From an optimization exercise on the open Yosys and OpenROAD flow, aimed at small area, a short achievable clock period and few clock cycles per item; shortcuts taken in it are not production practice.
Where RTL was checked, it was by simulation tests only, not by an equivalence proof against the original.
Power and IR drop assume default switching activity.

// iir_cascade_sched
module iir_cascade_sched
#(
    parameter int Nsec   = 4,
    parameter int Ndint  = 3,
    parameter int Ndfrac = 22,
    parameter int Ncint  = 4,
    parameter int Ncfrac = 14
) (
    input  logic                       clk,
    input  logic                       reset,
    input  logic                       dv_in,
    input  logic [Ndint+Ndfrac-1:0]    d_in,
    output logic                       dv_out,
    output logic [Ndint+Ndfrac-1:0]    d_out,
    output logic                       busy,
    input  logic                       flush,
    input  logic                       coef_we,
    input  logic [$clog2(Nsec)+2:0]    coef_addr,
    input  logic [Ncint+Ncfrac-1:0]    coef_data,
    output logic                       ovr,
    output logic                       coef_err,
    input  logic                       err_clr
);
==> flow/config.mk <==
export PLATFORM = sky130hd
export DESIGN_NAME = iir_cascade_sched
export DESIGN_NICKNAME = iir_cascade_sched
export VERILOG_FILES = /design/flow/design.v
export SDC_FILE = /design/flow/constraint.sdc
export NUM_CORES = 4
export LEC_CHECK = 0
export CAP_MARGIN = 20
export CORE_MARGIN = 2
export CORE_UTILIZATION = 40
export CTS_BUF_LIST = sky130_fd_sc_hd__clkbuf_16
export CTS_CLUSTER_DIAMETER = 120
export CTS_CLUSTER_SIZE = 24
export SLEW_MARGIN = 20
export SYNTH_HIERARCHICAL = 1
==> flow/constraint.sdc <==
create_clock -name core_clock -period 12.5 [get_ports {clk}]
set_input_delay 2.5000 -clock core_clock [delete_from_list [all_inputs] [get_ports {clk}]]
set_output_delay 2.5000 -clock core_clock [all_outputs]
set_load 0.01 [all_outputs]
standard.sh (not shown) runs the stock make flow with config.mk's settings and CLKGATE_MAP_FILE= SYNTH_SCRIPT=/design/flow/synth_recipe.tcl, a recipe that flattens the netlist after the stock synthesis.
==> flow/flow/run.sh <==
#!/bin/bash
set -euo pipefail
cd "$(dirname "${BASH_SOURCE[0]}")/.."
bash standard.sh SETUP_SLACK_MARGIN=6 finish > standard_flow.log 2>&1
Edit:
--- a/flow/design.v
+++ b/flow/design.v
@@ -887,20 +887,19 @@
     logic [2:0][DW-1:0] y1l_q;   
     logic [DW-1:0]  y13_q;       
     logic           n13_q, p13_q;    
     logic [3:0][DW-1:0] y2_q;
     logic [3:0]     vy1_q, vy2_q;
     logic [3:0][4:0][CW-1:0] coef_q;
     logic [3:0][4:0]         cv_q;
     logic [3:0][SW-1:0] acc_q;
     logic [3:0]         pv_q;
-    logic [3:0][CW-1:0] b_q;         
-    logic [3:0]         neg_q;       
+    logic [3:0][ND-1:0] one_q, two_q, sg_q;
     logic       w_accept, w_wr, w_prep;
     logic [7:0] w_t_n;
     logic [4:0] w_p_n;
     assign w_accept = dv_in && !busy_q && !flush;
     assign w_wr     = coef_we && !busy_q && (coef_addr[2:0] < 3'd5);
     assign w_prep   = dirty_q || w_wr;
     always_comb begin
         w_t_n[0] = !flush && ((w_accept && !w_prep) || p_q[4]);
         for (int k = 1; k < 8; k++)
@@ -927,28 +926,28 @@
     always_comb begin
         for (int s = 0; s < 4; s++) begin
             w_bn[s] = '0;
             for (int k = 0; k < 5; k++)
                 if (w_seln[s][k] && cv_q[s][k])
                     w_bn[s] = w_bn[s] | coef_q[s][k];
             w_negn[s] = w_seln[s][3] || w_seln[s][4];
         end
     end
-    logic [3:0][ND-1:0] w_one, w_two, w_sg;
+    logic [3:0][ND-1:0] w_one_n, w_two_n, w_sg_n;
     logic [3:0][CW:0]   w_bx;    
     always_comb begin
         for (int s = 0; s < 4; s++) begin
-            w_bx[s] = {b_q[s], 1'b0};
+            w_bx[s] = {w_bn[s], 1'b0};
             for (int i = 0; i < ND; i++) begin
-                w_one[s][i] = w_bx[s][2*i+1] ^ w_bx[s][2*i];
-                w_two[s][i] = (w_bx[s][2*i+2] & ~w_bx[s][2*i+1] & ~w_bx[s][2*i])
-                            | (~w_bx[s][2*i+2] & w_bx[s][2*i+1] & w_bx[s][2*i]);
-                w_sg[s][i]  = w_bx[s][2*i+2] ^ neg_q[s];
+                w_one_n[s][i] = w_bx[s][2*i+1] ^ w_bx[s][2*i];
+                w_two_n[s][i] = (w_bx[s][2*i+2] & ~w_bx[s][2*i+1] & ~w_bx[s][2*i])
+                              | (~w_bx[s][2*i+2] & w_bx[s][2*i+1] & w_bx[s][2*i]);
+                w_sg_n[s][i]  = w_bx[s][2*i+2] ^ w_negn[s];
             end
         end
     end
     logic [3:0][DW-1:0] w_y1;
     logic [3:0][DW-1:0] w_a;
     logic [3:0][SW-1:0] w_base;
     logic [3:0][SW-1:0] w_sum;
     logic [3:0][DW-1:0] w_y, w_nxt;
     logic [3:0]         w_neg, w_pos, w_nneg, w_npos;
@@ -1012,21 +1011,21 @@
             w_a[s] = sat(a_q[s], an_q[s], ap_q[s]);
         end
         for (int s = 0; s < 4; s++) begin
             w_base[s] = bsel_q[s] ? acc_q[s] : INIT;
         end
     end
     for (genvar s = 0; s < 4; s++) begin : g_sec
         iir_mac_dsp48 u_mac (
             .a    (w_a[s]),
-            .one  (w_one[s]),
-            .two  (w_two[s]),
-            .sg   (w_sg[s]),
+            .one  (one_q[s]),
+            .two  (two_q[s]),
+            .sg   (sg_q[s]),
             .base (w_base[s]),
             .s    (w_sum[s]),
             .y    (w_y[s]),
             .neg  (w_neg[s]),
             .pos  (w_pos[s]),
             .sel  ((s < 3) ? w_seln[(s + 1) % 4][0] : 1'b0),
             .h    ((s < 3) ? w_h_n[(s + 1) % 4] : '0),
             .nxt  (w_nxt[s]),
             .nneg (w_nneg[s]),
@@ -1056,20 +1055,21 @@
             for (int k = 0; k < 5; k++) begin
                 if (w_wr && coef_addr == 5'(s * 8 + k)) begin
                     coef_q[s][k] <= coef_data;
                 end
             end
         end
         a_q   <= w_a_n;
         an_q  <= w_an_n;
         ap_q  <= w_ap_n;
-        b_q   <= w_bn;
-        neg_q <= w_negn;
+        one_q <= w_one_n;
+        two_q <= w_two_n;
+        sg_q  <= w_sg_n;
     end
     always_ff @(posedge clk or posedge reset) begin
         if (reset) begin
             y13_q <= '0;
             n13_q <= 1'b0;
             p13_q <= 1'b0;
         end else if (!flush && w_ch[3]) begin
             y13_q <= w_y[3];
             n13_q <= w_neg[3];
Effect: Critical path depth rose by 7; setup slack gains 150 ps; global-route usage rose by 0.20 points; total power rose by 8.0%; count of clock-buffer cells in the layout rose by 7; hold slack gains 40 ps; die area rose by 0.69%; utilization fell by 0.61 points; wire length rose by 0.89%; cell area fell by 1.0%; sequential power rose by about 4%; via count rose by 0.59%.
Testbench counts after the change, summed over its fixed seeds: cycles 12,048, items 2,400.
No functional check of the RTL was part of the first run of this note.

========
== old ==
iir_cascade_sched with an RTL version that a note above also has.
Size in the first run: ~7800 cells after synthesis, roughly 0.086 mm2 of cells after synthesis.
## iir_cascade_sched
module iir_cascade_sched
#(
    parameter int Nsec   = 4,
    parameter int Ndint  = 3,
    parameter int Ndfrac = 22,
    parameter int Ncint  = 4,
    parameter int Ncfrac = 14
) (
    input  logic                       clk,
    input  logic                       reset,
    input  logic                       dv_in,
    input  logic [Ndint+Ndfrac-1:0]    d_in,
    output logic                       dv_out,
    output logic [Ndint+Ndfrac-1:0]    d_out,
    output logic                       busy,
    input  logic                       flush,
    input  logic                       coef_we,
    input  logic [$clog2(Nsec)+2:0]    coef_addr,
    input  logic [Ncint+Ncfrac-1:0]    coef_data,
    output logic                       ovr,
    output logic                       coef_err,
    input  logic                       err_clr
);
==> flow/config.mk <==
export PLATFORM = sky130hd
export DESIGN_NAME = iir_cascade_sched
export DESIGN_NICKNAME = iir_cascade_sched
export VERILOG_FILES = /design/flow/design.v
export SDC_FILE = /design/flow/constraint.sdc
export NUM_CORES = 4
export LEC_CHECK = 0
export CAP_MARGIN = 20
export CORE_MARGIN = 2
export CORE_UTILIZATION = 40
export CTS_BUF_LIST = sky130_fd_sc_hd__clkbuf_4 sky130_fd_sc_hd__clkbuf_8
export SLEW_MARGIN = 20
export SYNTH_HIERARCHICAL = 1
==> flow/constraint.sdc <==
create_clock -name core_clock -period 12.5 [get_ports {clk}]
set_input_delay 2.5000 -clock core_clock [delete_from_list [all_inputs] [get_ports {clk}]]
set_output_delay 2.5000 -clock core_clock [all_outputs]
set_load 0.01 [all_outputs]
Scripts as last shown in full above: flow/flow/run.sh
old finished every step from synthesis to the final layout, and the layout passed the timing, design-rule and antenna checks.
Testbench counts of old, summed over its fixed seeds: cycles 12,048, items 2,400.
#### Input delta (new over old)
--- a/flow/design.v
+++ b/flow/design.v
@@ -907,20 +907,20 @@
         w_p_n[0] = !flush && w_accept && w_prep;
         for (int k = 1; k < 5; k++)
             w_p_n[k] = !flush && p_q[k-1];
     end
     logic [3:0]      w_ch;
     logic [3:0][4:1] w_st;
-    logic [3:0][4:0] w_seln;
+    logic [3:0][4:0] w_seln;     
     always_comb begin
         for (int s = 0; s < 4; s++) begin
             w_ch[s]      = t_q[s];
-            w_seln[s][0] = (s == 0) ? w_t_n[0] : t_q[(s + 3) % 4];
+            w_seln[s][0] = w_t_n[s];
             for (int j = 1; j < 5; j++) begin
                 w_st[s][j]   = t_q[s+j] || p_q[j];
-                w_seln[s][j] = t_q[s+j-1] || p_q[j-1];
+                w_seln[s][j] = w_t_n[s+j] || w_p_n[j];
             end
         end
     end
     logic [3:0][CW-1:0] w_bn;
     logic [3:0]         w_negn;
     always_comb begin
@@ -969,43 +969,32 @@
             w_vy1_n[s] = !flush && (w_yld[s] || vy1_q[s]);
             w_vy2_n[s] = !flush && (w_yld[s] ? vy1_q[s] : vy2_q[s]);
             w_pv_n[s]  = !flush && (w_st[s][1] || w_st[s][2] || w_st[s][3] || w_st[s][4]
                                     || pv_q[s]);
         end
     end
-    logic       w_vx1_s, w_vx2_s;
-    logic [3:0] w_vy1_s, w_vy2_s, w_pv_s;
-    always_comb begin
-        w_vx1_s = w_ch[0] || vx1_q;
-        w_vx2_s = w_ch[0] ? vx1_q : vx2_q;
-        for (int s = 0; s < 4; s++) begin
-            w_vy1_s[s] = w_yld[s] || vy1_q[s];
-            w_vy2_s[s] = w_yld[s] ? vy1_q[s] : vy2_q[s];
-            w_pv_s[s]  = w_st[s][1] || w_st[s][2] || w_st[s][3] || w_st[s][4] || pv_q[s];
-        end
-    end
     logic [3:0][DW-1:0] a_q, w_a_n, w_h_n;
     logic [3:1]         an_q, ap_q, w_an_n, w_ap_n;    
     logic [3:0]         bsel_q, w_bsel_n;
     always_comb begin
-        w_h_n[0] = ({DW{w_seln[0][1] && w_vx1_s}} & (w_ch[0] ? xin_q : x1_q))
-                 | ({DW{w_seln[0][2] && w_vx2_s}} & x2_q)
-                 | ({DW{w_seln[0][3] && w_vy1_s[0]}} & w_y1[0])
-                 | ({DW{w_seln[0][4] && w_vy2_s[0]}} & y2_q[0]);
+        w_h_n[0] = ({DW{w_seln[0][1] && w_vx1_n}} & (w_ch[0] ? xin_q : x1_q))
+                 | ({DW{w_seln[0][2] && w_vx2_n}} & x2_q)
+                 | ({DW{w_seln[0][3] && w_vy1_n[0]}} & w_y1[0])
+                 | ({DW{w_seln[0][4] && w_vy2_n[0]}} & y2_q[0]);
         w_a_n[0] = w_seln[0][0] ? (p_q[4] ? xin_q : d_in) : w_h_n[0];
         for (int s = 1; s < 4; s++) begin
-            w_h_n[s] = ({DW{w_seln[s][1] && w_vy1_s[s-1]}} & (w_ch[s] ? w_a[s] : w_y1[s-1]))
-                     | ({DW{w_seln[s][2] && w_vy2_s[s-1]}} & y2_q[s-1])
-                     | ({DW{w_seln[s][3] && w_vy1_s[s]}} & w_y1[s])
-                     | ({DW{w_seln[s][4] && w_vy2_s[s]}} & y2_q[s]);
+            w_h_n[s] = ({DW{w_seln[s][1] && w_vy1_n[s-1]}} & (w_ch[s] ? w_a[s] : w_y1[s-1]))
+                     | ({DW{w_seln[s][2] && w_vy2_n[s-1]}} & y2_q[s-1])
+                     | ({DW{w_seln[s][3] && w_vy1_n[s]}} & w_y1[s])
+                     | ({DW{w_seln[s][4] && w_vy2_n[s]}} & y2_q[s]);
             w_a_n[s]  = w_nxt[s-1];
             w_an_n[s] = w_nneg[s-1];
             w_ap_n[s] = w_npos[s-1];
         end
         for (int s = 0; s < 4; s++) begin
-            w_bsel_n[s] = !w_seln[s][1] && w_pv_s[s];
+            w_bsel_n[s] = !w_seln[s][1] && w_pv_n[s];
         end
     end
     always_comb begin
         w_a[0] = a_q[0];
         for (int s = 1; s < 4; s++) begin
             w_a[s] = sat(a_q[s], an_q[s], ap_q[s]);
Notes after the runs:
Between new and old, the non-clock buffering overhead in the final layout figures differ only marginally. new vs. old: worst path setup slack after routing shrank by 35 ps, final standard cell area without fillers +1.2%, sequential cell count was more or less identical, sum of buffers and inverters on the critical path decreased 1. Worst hold slack was lower in new than in old. When new is measured against old, its number of fillers in the final layout turns out about 1% higher. new: final period demand of the worst path 35 ps above old. Cmp old and new / final clock period utilization by the worst path / higher: new. Side by side, sequential share of layout area turned out lower in new than in old. Taking old as the reference point, the met2 wirelength from detailed routing of new falls by 2.1%. Of new and old, it is new that has the lower maximum clock frequency. Result for old and new: all clean.
No functional check of the RTL was part of new.

==> static timing again, ports no longer ideal <==
No port has a modelled driver above. Below, the same layouts with a new extraction and two added sets of constraints. Step 1: set_driving_cell puts a clkbuf_16 on clk and a buf_2 on each other input, an assumption about the parent block. Step 2 adds t to the input delays and takes it off the output delays; t is the mean of the earliest and latest rising clock arrival at the registers after step 1. Input paths then give back, and output paths get back, about the clock's delay inside the block. a / b / c = ideal / step 1 / step 2; a / b = the first two.
| run | t, ns | setup WS [ns] | worst setup path after step 2 |
|---|---|---|---|
| the first run of note 1 | 0.824 | 6.050 / 6.050 / 6.050 | register to register |
| the second run of note 1 | 0.809 | 6.202 / 6.202 / 6.202 | register to register |
| old | 1.032 | 6.196 / 6.196 / 6.196 | register to register |
| new | 1.014 | 6.161 / 6.161 / 5.186 | input to register |
After both steps setup and hold are still met in every run listed. The setup slack of new, which loses most, moves by 0.000 ns with the drivers and by -0.975 ns with both steps.
